This is an optimization exercise on Yosys and OpenROAD, whose aim is small area, not a production implementation. Function was checked by simulation only, so behaviour that the tests miss may differ from the original.

==> trial 8 <==
==> flow/design.v (excerpt) <==
module rv_datapath
(
    input  logic                  i_clk,
    input  logic                  i_rst,
    input  logic                  i_instr_valid,
    input  rv_isa_pkg::instr_t    i_instr,
    input  rv_dp_pkg::word_t      i_pc,
    output logic                  o_wb_valid,
    output rv_isa_pkg::reg_addr_t o_wb_rd,
    output rv_dp_pkg::word_t      o_wb_data,
    output logic                  o_br_valid,
    output logic                  o_br_taken,
    output rv_dp_pkg::word_t      o_br_target
);
    logic             d_wr, d_br, d_use_rs2, d_lui;
    logic             e_wr, e_br, e_use_rs2, e_lui;
    logic [31:7]      e_instr;
    rv_dp_pkg::word_t d_target, e_target, e_rs1_data, e_rs2_data, e_res;
    logic             e_taken;
    rv_dp_pkg::word_t res_q;
    rv_dp_pkg::word_t e_imm_i;
    assign e_imm_i = {{20{e_instr[31]}}, e_instr[31:20]};
    rv_decode i_rv_decode
    (
        .i_instr_valid (i_instr_valid),
        .i_instr       (i_instr),
        .o_wr          (d_wr),
        .o_br          (d_br),
        .o_use_rs2     (d_use_rs2),
        .o_lui         (d_lui),
        .i_pc          (i_pc),
        .o_target      (d_target)
    );
    rv_id_ex_reg i_rv_id_ex_reg
    (
        .i_clk     (i_clk),
        .i_rst     (i_rst),
        .i_wr      (d_wr),
        .i_br      (d_br),
        .i_use_rs2 (d_use_rs2),
        .i_lui     (d_lui),
        .i_instr   (i_instr),
        .i_target  (d_target),
        .o_wr      (e_wr),
  ...
==> module rv_rf_row, before the edit <==
module rv_rf_row
(
    input  logic             i_clk,
    input  logic             i_we,
    input  logic             i_hold,
    input  rv_dp_pkg::word_t i_wd,
    output rv_dp_pkg::word_t o_q
);
    always_ff @(posedge i_clk)
    begin
        o_q <= (o_q & {32{i_hold}}) | (i_wd & {32{i_we}});
    end
endmodule
==> module rv_adder, before the edit <==
module rv_adder
(
    input  logic [31:0] i_a,
    input  logic [31:0] i_b,
    input  logic        i_cin,
    output logic [31:0] o_sum,
    output logic [31:0] o_p,      
    output logic [31:0] o_g,      
    output logic        o_cout
);
    logic [31:0] c;
    logic [8:0]  bc;
    logic [7:0]  bg, bp;
    assign o_p = i_a ^ i_b;
    assign o_g = i_a & i_b;
    assign bc[0] = i_cin;
    for (genvar k = 0; k < 8; k++)
    begin : g_blk
        logic [3:0] p, g;
        assign p = o_p[4*k+3:4*k];
        assign g = o_g[4*k+3:4*k];
        assign bg[k] = g[3] | (p[3] & g[2]) | (p[3] & p[2] & g[1]) | (p[3] & p[2] & p[1] & g[0]);
        assign bp[k] = &p;
        assign bc[k+1] = bg[k] | (bp[k] & bc[k]);
        assign c[4*k]   = bc[k];
        assign c[4*k+1] = g[0] | (p[0] & c[4*k]);
        assign c[4*k+2] = g[1] | (p[1] & c[4*k+1]);
        assign c[4*k+3] = g[2] | (p[2] & c[4*k+2]);
    end
    assign o_sum  = o_p ^ c;
    assign o_cout = bc[8];
endmodule
clock: 8.0 ns
lec_check: 0
cap_margin: 20
core_margin: 2
core_utilization: 50
cts_buf_list: sky130_fd_sc_hd__clkbuf_8
cts_cluster_diameter: 100
cts_cluster_size: 16
slew_margin: 20
synth_hierarchical: 1
run.sh (not shown) runs the stock make flow with config.mk's settings and CLKGATE_MAP_FILE= SYNTH_SCRIPT=/design/flow/synth_recipe.tcl, a recipe that flattens the netlist after the stock synthesis.
==> inputs of trial 2, as changes to trial 8 <==
--- a/flow/design.v
+++ b/flow/design.v
@@ -50,6 +50,19 @@
     } opb_sel_t;
 endpackage
 `timescale 1ns/1ps
+module rv_rf_bit
+(
+    input  logic i_clk,
+    input  logic i_we,
+    input  logic i_hold,
+    input  logic i_wd,
+    output logic o_q
+);
+    always_ff @(posedge i_clk)
+    begin
+        o_q <= (o_q && i_hold) || (i_wd && i_we);
+    end
+endmodule
 module rv_rf_row
 (
     input  logic             i_clk,
@@ -58,9 +71,16 @@
     input  rv_dp_pkg::word_t i_wd,
     output rv_dp_pkg::word_t o_q
 );
-    always_ff @(posedge i_clk)
-    begin
-        o_q <= (o_q & {32{i_hold}}) | (i_wd & {32{i_we}});
+    for (genvar b = 0; b < 32; b++)
+    begin : g_bit
+        rv_rf_bit i_bit
+        (
+            .i_clk  (i_clk),
+            .i_we   (i_we),
+            .i_hold (i_hold),
+            .i_wd   (i_wd[b]),
+            .o_q    (o_q[b])
+        );
     end
 endmodule
 module rv_rf_aoi3
@@ -290,6 +310,36 @@
     end
 endmodule
 `timescale 1ns/1ps
+module rv_add_carry
+(
+    input  logic [31:0] i_p,
+    input  logic [31:0] i_g,
+    input  logic        i_cin,
+    output logic [31:0] o_c,      
+    output logic        o_cout
+);
+    logic [8:0] bc;
+    logic [7:0] bg, bp;
+    assign bc[0] = i_cin;
+    for (genvar k = 0; k < 8; k++)
+    begin : g_blk
+        logic [3:0] p, g, gr;
+        assign p = i_p[4*k+3:4*k];
+        assign g = i_g[4*k+3:4*k];
+        assign gr[0] = g[0];
+        assign gr[1] = g[1] | (p[1] & gr[0]);
+        assign gr[2] = g[2] | (p[2] & gr[1]);
+        assign gr[3] = g[3] | (p[3] & gr[2]);
+        assign bg[k] = gr[3];
+        assign bp[k] = &p;
+        assign bc[k+1] = bg[k] | (bp[k] & bc[k]);
+        assign o_c[4*k]   = bc[k];
+        assign o_c[4*k+1] = g[0] | (p[0] & o_c[4*k]);
+        assign o_c[4*k+2] = g[1] | (p[1] & o_c[4*k+1]);
+        assign o_c[4*k+3] = g[2] | (p[2] & o_c[4*k+2]);
+    end
+    assign o_cout = bc[8];
+endmodule
 module rv_adder
 (
     input  logic [31:0] i_a,
@@ -301,26 +351,17 @@
     output logic        o_cout
 );
     logic [31:0] c;
-    logic [8:0]  bc;
-    logic [7:0]  bg, bp;
     assign o_p = i_a ^ i_b;
     assign o_g = i_a & i_b;
-    assign bc[0] = i_cin;
-    for (genvar k = 0; k < 8; k++)
-    begin : g_blk
-        logic [3:0] p, g;
-        assign p = o_p[4*k+3:4*k];
-        assign g = o_g[4*k+3:4*k];
-        assign bg[k] = g[3] | (p[3] & g[2]) | (p[3] & p[2] & g[1]) | (p[3] & p[2] & p[1] & g[0]);
-        assign bp[k] = &p;
-        assign bc[k+1] = bg[k] | (bp[k] & bc[k]);
-        assign c[4*k]   = bc[k];
-        assign c[4*k+1] = g[0] | (p[0] & c[4*k]);
-        assign c[4*k+2] = g[1] | (p[1] & c[4*k+1]);
-        assign c[4*k+3] = g[2] | (p[2] & c[4*k+2]);
-    end
-    assign o_sum  = o_p ^ c;
-    assign o_cout = bc[8];
+    rv_add_carry i_carry
+    (
+        .i_p    (o_p),
+        .i_g    (o_g),
+        .i_cin  (i_cin),
+        .o_c    (c),
+        .o_cout (o_cout)
+    );
+    assign o_sum = o_p ^ c;
 endmodule
 module rv_muxi
 (
==> flow/flow/run.sh (new file) <==
#!/bin/bash
# Layout: the standard flow (standard.sh), unchanged but for one
# setting: the buffers that buffer_ports puts on every input and output
# port are the smallest buffer cell (buf_1) rather than the delay buffer it
# picks by default. The repair steps still resize them where timing or slew
# needs it.
set -euo pipefail
export BUFFER_PORTS_ARGS="-buffer_cell sky130_fd_sc_hd__buf_1"
bash standard.sh > standard_flow.log 2>&1
==> flow/standard.sh (new file) <==
#!/bin/bash
# synth_recipe.tcl (not shown) runs the flow's synth.tcl, then flattens the netlist and writes it again
# the make line also repeats each setting of config.mk as NAME=value (left out here)
make -C /OpenROAD-flow-scripts/flow DESIGN_CONFIG=/design/flow/config.mk WORK_HOME=/design/flow/orfs CLKGATE_MAP_FILE= SYNTH_SCRIPT=/design/flow/synth_recipe.tcl "${@:-finish}"
Settings changed: CTS_CLUSTER_SIZE 16 to 14.
removed: flow/run.sh
==> inputs of build 83, as changes to trial 8 <==
--- a/flow/design.v
+++ b/flow/design.v
@@ -50,6 +50,19 @@
     } opb_sel_t;
 endpackage
 `timescale 1ns/1ps
+module rv_rf_bit
+(
+    input  logic i_clk,
+    input  logic i_we,
+    input  logic i_hold,
+    input  logic i_wd,
+    output logic o_q
+);
+    always_ff @(posedge i_clk)
+    begin
+        o_q <= (o_q && i_hold) || (i_wd && i_we);
+    end
+endmodule
 module rv_rf_row
 (
     input  logic             i_clk,
@@ -58,9 +71,16 @@
     input  rv_dp_pkg::word_t i_wd,
     output rv_dp_pkg::word_t o_q
 );
-    always_ff @(posedge i_clk)
-    begin
-        o_q <= (o_q & {32{i_hold}}) | (i_wd & {32{i_we}});
+    for (genvar b = 0; b < 32; b++)
+    begin : g_bit
+        rv_rf_bit i_bit
+        (
+            .i_clk  (i_clk),
+            .i_we   (i_we),
+            .i_hold (i_hold),
+            .i_wd   (i_wd[b]),
+            .o_q    (o_q[b])
+        );
     end
 endmodule
 module rv_rf_aoi3
@@ -290,6 +310,36 @@
     end
 endmodule
 `timescale 1ns/1ps
+module rv_add_carry
+(
+    input  logic [31:0] i_p,
+    input  logic [31:0] i_g,
+    input  logic        i_cin,
+    output logic [31:0] o_c,      
+    output logic        o_cout
+);
+    logic [8:0] bc;
+    logic [7:0] bg, bp;
+    assign bc[0] = i_cin;
+    for (genvar k = 0; k < 8; k++)
+    begin : g_blk
+        logic [3:0] p, g, gr;
+        assign p = i_p[4*k+3:4*k];
+        assign g = i_g[4*k+3:4*k];
+        assign gr[0] = g[0];
+        assign gr[1] = g[1] | (p[1] & gr[0]);
+        assign gr[2] = g[2] | (p[2] & gr[1]);
+        assign gr[3] = g[3] | (p[3] & gr[2]);
+        assign bg[k] = gr[3];
+        assign bp[k] = &p;
+        assign bc[k+1] = bg[k] | (bp[k] & bc[k]);
+        assign o_c[4*k]   = bc[k];
+        assign o_c[4*k+1] = g[0] | (p[0] & o_c[4*k]);
+        assign o_c[4*k+2] = g[1] | (p[1] & o_c[4*k+1]);
+        assign o_c[4*k+3] = g[2] | (p[2] & o_c[4*k+2]);
+    end
+    assign o_cout = bc[8];
+endmodule
 module rv_adder
 (
     input  logic [31:0] i_a,
@@ -301,26 +351,17 @@
     output logic        o_cout
 );
     logic [31:0] c;
-    logic [8:0]  bc;
-    logic [7:0]  bg, bp;
     assign o_p = i_a ^ i_b;
     assign o_g = i_a & i_b;
-    assign bc[0] = i_cin;
-    for (genvar k = 0; k < 8; k++)
-    begin : g_blk
-        logic [3:0] p, g;
-        assign p = o_p[4*k+3:4*k];
-        assign g = o_g[4*k+3:4*k];
-        assign bg[k] = g[3] | (p[3] & g[2]) | (p[3] & p[2] & g[1]) | (p[3] & p[2] & p[1] & g[0]);
-        assign bp[k] = &p;
-        assign bc[k+1] = bg[k] | (bp[k] & bc[k]);
-        assign c[4*k]   = bc[k];
-        assign c[4*k+1] = g[0] | (p[0] & c[4*k]);
-        assign c[4*k+2] = g[1] | (p[1] & c[4*k+1]);
-        assign c[4*k+3] = g[2] | (p[2] & c[4*k+2]);
-    end
-    assign o_sum  = o_p ^ c;
-    assign o_cout = bc[8];
+    rv_add_carry i_carry
+    (
+        .i_p    (o_p),
+        .i_g    (o_g),
+        .i_cin  (i_cin),
+        .o_c    (c),
+        .o_cout (o_cout)
+    );
+    assign o_sum = o_p ^ c;
 endmodule
 module rv_muxi
 (
==> flow/flow/run.sh (new file) <==
#!/bin/bash
# Layout: the standard flow (standard.sh), unchanged but for one
# setting: the buffers that buffer_ports puts on every input and output
# port are the smallest buffer cell (buf_1) rather than the delay buffer it
# picks by default. The repair steps still resize them where timing or slew
# needs it.
set -euo pipefail
export BUFFER_PORTS_ARGS="-buffer_cell sky130_fd_sc_hd__buf_1"
bash standard.sh > standard_flow.log 2>&1
==> flow/standard.sh (new file) <==
#!/bin/bash
# synth_recipe.tcl (not shown) runs the flow's synth.tcl, then flattens the netlist and writes it again
# the make line also repeats each setting of config.mk as NAME=value (left out here)
make -C /OpenROAD-flow-scripts/flow DESIGN_CONFIG=/design/flow/config.mk WORK_HOME=/design/flow/orfs CLKGATE_MAP_FILE= SYNTH_SCRIPT=/design/flow/synth_recipe.tcl "${@:-finish}"
Settings changed: CORE_UTILIZATION 50 to 60, CTS_CLUSTER_SIZE 16 to 12.
removed: flow/run.sh
==> flow_summary.toml <==
[outcome]
status = "no timing/DRC/antenna violations"

[drt]
dr_wl_met2_um = 85500
wl_met1_um = 75100

[final_layout]
multi_input_gates = 2726
sh_seq_area_pct = 43.0

[synthesis]
synth-xor-area-share_pct = 1.69
synth.area.top_cells = "dfxtp_1, a22o_1, a222oi_1, mux2i_1, nand4_1"
synth_compound_gate_area_share_pct = 37.1
synthAdderAreaFrac_pct = 1.40
seq_area_frac_synth_pct = 47.7
yosysTopAreaCellShare_pct = 47.4
syn_avg_cell_area_um2 = 11.7

[timing]
tightest_slew_ns = 1.40
slew_headroom_pct = 6.54

[setup_path]
cp_slowest_cell = "a222oi_1"
rr_worst_depth = 25

[cts]
clk_pin_slew_ns = 0.08

[hold_path]
holdPathStages = 0

[die]
nWellTaps = 1030

[placed_design]
dp_cells = 5206

[global_routing]
met1_usage_pct = 66.6
Source of the figures above: build 83

==> flow_summary.toml <==
[drt]
wl_met1_um = 81600
dr_wl_met2_um = 86500

[placed_design]
dp_cells = 5352

[global_routing]
met1_usage_pct = 57.7

[setup_path]
rr_worst_depth = 24

[synthesis]
synth-xor-area-share_pct = 1.69
syn_avg_cell_area_um2 = 11.7
synth.area.top_cells = "dfxtp_1, a22o_1, a222oi_1, mux2i_1, nand4_1"
seq_area_frac_synth_pct = 47.7

[final_layout]
multi_input_gates = 2726
sh_seq_area_pct = 42.8

[hold_path]
holdPathStages = 1

[outcome]
status = "no timing/DRC/antenna violations"
Source of the figures above: trial 2

==> flow_summary.toml <==
[outcome]
status = "no timing/DRC/antenna violations"

[die]
nWellTaps = 1265

[placed_design]
dp_cells = 5458

[timing]
tightest_slew_ns = 1.28
slew_headroom_pct = 14.2

[drt]
dr_wl_met2_um = 91800
wl_met1_um = 88900

[setup_path]
rr_worst_depth = 24

[synthesis]
syn_avg_cell_area_um2 = 11.8
seq_area_frac_synth_pct = 45.4
synth-xor-area-share_pct = 1.18

[hold_path]
holdPathStages = 1

[final_layout]
multi_input_gates = 2699
Source of the figures above: trial 8

==> re-timing with driven ports <==
In the flow no input, the clock included, has a driving cell. The finished layouts below were timed again as built, in two steps. Step 1 assumes that a clkbuf_16 drives the clock port and a buf_2 every other input. Step 2 adds t to the input delays and takes it off the output delays; t is the mean of the earliest and latest rising clock arrival at the registers after step 1. Input paths then give back, and output paths get back, about the clock's delay inside the block. Slacks: ideal ports / drivers / drivers and shift; pairs: ideal ports / drivers.
run	t, ns	setup slack, ns	latest minus earliest clock arrival (ns)
trial 8	0.869	0.273 / 0.273 / 0.226	0.075 / 0.075
trial 2	0.865	0.620 / 0.620 / 0.476	0.057 / 0.057
build 83	0.839	0.584 / 0.584 / 0.584	0.065 / 0.065
After both steps every run listed still meets setup and hold. For trial 2, which loses most, drivers alone change the setup slack by 0.000 ns; drivers and shift together by -0.144 ns.
